Context: an optimization exercise on an open-source flow, tuned for small area. The choices shown serve that exercise and are no tape-out recipe. The RTL was checked by simulation tests, not by an equivalence proof against the original design. Power and IR drop assume default switching activity.

## eegFirFilter
module eegFirFilter (
    input logic clk,
    input logic reset,
    input logic [12:0] sampleIn,
    output logic [30:0] filterOut
);
    logic v1, v2, v3, v4;
    logic [4:0] outCount;
    logic [11:0] d1, d2;
    logic [11:0] winIn;
    logic [11:0] w0;
    logic [11:0] w1;
    logic [11:0] w2;
    logic [11:0] w3;
    logic [11:0] w4;
    logic [11:0] w5;
    logic [11:0] w6;
    logic [11:0] w7;
    logic [11:0] w8;
    logic [11:0] w9;
    logic [11:0] w10;
    logic [11:0] w11;
    logic [11:0] w12;
    logic [11:0] w13;
    logic [11:0] w14;
    logic [11:0] w15;
    logic [11:0] w16;
    logic r2_0;
    logic r2_1;
    logic r2_2;
    logic r2_3;
    logic r2_4;
    logic r2_5;
    logic r2_6;
    logic r2_7;
    logic r2_8;
    logic r2_9;
    logic r2_10;
    logic r2_11;
    logic r2_12;
    logic r2_13;
    logic r2_14;
    logic r2_15;
    logic r2_16;
    logic r2_17;
    logic r2_18;
    logic r2_19;
    logic r2_20;
    logic r2_21;
    logic r3_22;
    logic r2_23;
    logic r3_24;
    logic r2_25;
    logic r3_26;
    logic r2_27;
    logic r3_28;
    logic r2_29;
    logic r3_30;
    logic r2_31;
    logic r3_32;
    logic r2_33;
    logic r2_34;
    logic r2_35;
    logic r3_36;
    logic r2_37;
    logic r2_38;
    logic r2_39;
    logic r2_40;
    logic r3_41;
    logic r2_42;
    logic r2_43;
    logic r2_44;
    logic r3_45;
    logic r2_46;
    logic r2_47;
    logic r2_48;
    logic r3_49;
    logic r2_50;
    logic r2_51;
    logic r3_52;
    logic r2_53;
    logic r2_54;
    logic r2_55;
    logic r2_56;
    logic r2_57;
    logic r3_58;
    logic r2_59;
    logic r2_60;
    logic r3_61;
    logic r2_62;
    logic r2_63;
    logic r2_64;
    logic r3_65;
    logic r3_66;
    logic r3_67;
    logic r3_68;
    logic r3_69;
    logic r3_70;
    logic r3_71;
    logic r3_72;
    logic r3_73;
    logic r3_74;
    logic r3_75;
    logic r3_76;
    logic r3_77;
    logic r3_78;
    logic r3_79;
    logic r3_80;
    logic r3_81;
    logic r3_82;
    logic r3_83;
    logic r3_84;
    logic r3_85;
    logic r3_86;
    always_ff @(posedge clk) begin
        v1 <= sampleIn[12] & ~reset;
        v2 <= v1 & ~reset;
        v3 <= v2 & ~reset;
        v4 <= v3 & ~reset;
    end
    always_ff @(posedge clk) begin
        d1[0] <= sampleIn[0];
        d1[1] <= sampleIn[1];
        d1[2] <= sampleIn[2];
  ...
Size in the first run: about 46 I/O pins, roughly 0.017 sq mm of cells after synthesis.
==> flow/config.mk <==
export PLATFORM = sky130hd
export DESIGN_NAME = eegFirFilter
export DESIGN_NICKNAME = eegFirFilter
export VERILOG_FILES = /design/flow/design.v
export SDC_FILE = /design/flow/constraint.sdc
export NUM_CORES = 4
export LEC_CHECK = 0
export ABC_AREA = 0
export CAP_MARGIN = 20
export CORE_MARGIN = 2
export CORE_UTILIZATION = 75
export CTS_BUF_LIST = sky130_fd_sc_hd__clkbuf_8
export CTS_CLUSTER_DIAMETER = 70
export CTS_CLUSTER_SIZE = 16
export GPL_TIMING_DRIVEN = 0
export PLACE_DENSITY = 0.85
export SLEW_MARGIN = 20
export SYNTH_HIERARCHICAL = 1
export SYNTH_MINIMUM_KEEP_SIZE = 0
==> flow/constraint.sdc <==
create_clock -name core_clock -period 6.0 [get_ports {clk}]
set_input_delay 1.2000 -clock core_clock [delete_from_list [all_inputs] [get_ports {clk}]]
set_output_delay 1.2000 -clock core_clock [all_outputs]
set_load 0.01 [all_outputs]
standard.sh (not shown) runs the stock make flow with config.mk's settings and CLKGATE_MAP_FILE= SYNTH_SCRIPT=/design/flow/synth_recipe.tcl, a recipe that flattens the netlist after the stock synthesis.
==> flow/flow/run.sh <==
#!/bin/bash
# Layout flow: the standard ORFS flow, with the port buffers made from the
# smallest buffer cell (every input and output port still gets its own buffer).
set -euo pipefail
bash standard.sh "BUFFER_PORTS_ARGS=-buffer_cell sky130_fd_sc_hd__buf_1" finish > standard_flow.log 2>&1
The first run completed with no timing, DRC or antenna violations.
Then changed:
Settings changed: CTS_CLUSTER_DIAMETER 70 to 60, CTS_CLUSTER_SIZE 16 to 14, GPL_TIMING_DRIVEN 0 to unset.
Outcome: Setup slack gets better by 50 ps; synthesized cell count is unchanged; cell area goes down by 2.1%; cell count goes down by about 1.3%; sequential cell count does not change; power goes down by 2.7%; first-iteration DRC count goes down by 9.3%; sequential power barely changes.
Then changed:
Settings changed: SETUP_SLACK_MARGIN set to 0.15.
Effect:
- The changed run went through all stages and came out clean
- sequential cell count is unchanged
- worst hold slack barely changes
- routed wire length increases slightly
- clock power hardly moves
- final cell count barely changes
- non-clock buffer count increases by 4
- area after synthesis stays the same
- sequential share of layout area decreases by 0.16 points
- power hardly moves
Then changed:
Settings changed: CTS_CLUSTER_DIAMETER 60 to 70, CTS_CLUSTER_SIZE 14 to 16, SETUP_SLACK_MARGIN 0.15 to unset.
Outcome: Power shrinks by 0.98%; maximum frequency shrinks by about 1.2%; clock power stays flat; final area shrinks by about 0.7%; non-clock buffer count shrinks by 5; via count shrinks by about 0.4%; clock-buffer cell count shrinks by 3.
Then changed:
Settings changed: CORE_UTILIZATION 75 to 85, PLACE_DENSITY 0.85 to 0.92.
Global-route usage goes up by 15 points.
Total power came out higher by 3.6%.
Via count grows by 11%.
Final cell count drops by 1.0%.
Setup slack degrades by 100 ps.
Sequential power hardly moves.

[re-timing with driven ports]
The flow's constraints put no driver on any port. The routed layouts listed below were extracted and timed again, unchanged, in two steps.
Step 1 (the two cells are an assumption about what drives the block):
set clk [get_ports {clk}]
set_driving_cell -lib_cell sky130_fd_sc_hd__clkbuf_16 $clk
set_driving_cell -lib_cell sky130_fd_sc_hd__buf_2 [delete_from_list [all_inputs] $clk]
Step 2 times the ports against the registers' clock, not the clock port: input delays grow and output delays shrink by t, the midpoint of the rising clock arrivals with the driver on.
a / b / c = ideal / step 1 / step 2; a / b = the first two.
| run | t (ns) | setup slack, ns | hold WS [ns] | worst register clock-pin slew, ns | worst data-port slew with drivers (ns) |
|---|---|---|---|---|---|
| the first run | 0.623 | 0.101 / 0.101 / 0.101 | 0.334 / 0.334 / 0.334 | 0.11 / 0.11 | 0.03 |
| the second run | 0.614 | 0.151 / 0.151 / 0.151 | 0.311 / 0.311 / 0.311 | 0.09 / 0.09 | 0.03 |
| the third run | 0.611 | 0.213 / 0.213 / 0.213 | 0.313 / 0.313 / 0.313 | 0.09 / 0.09 | 0.04 |
| the fourth run | 0.617 | 0.142 / 0.142 / 0.142 | 0.329 / 0.329 / 0.329 | 0.10 / 0.10 | 0.04 |
| the fifth run | 0.645 | 0.037 / 0.037 / 0.037 | 0.335 / 0.335 / 0.335 | 0.12 / 0.12 | 0.04 |
After both steps every run listed still meets setup and hold.
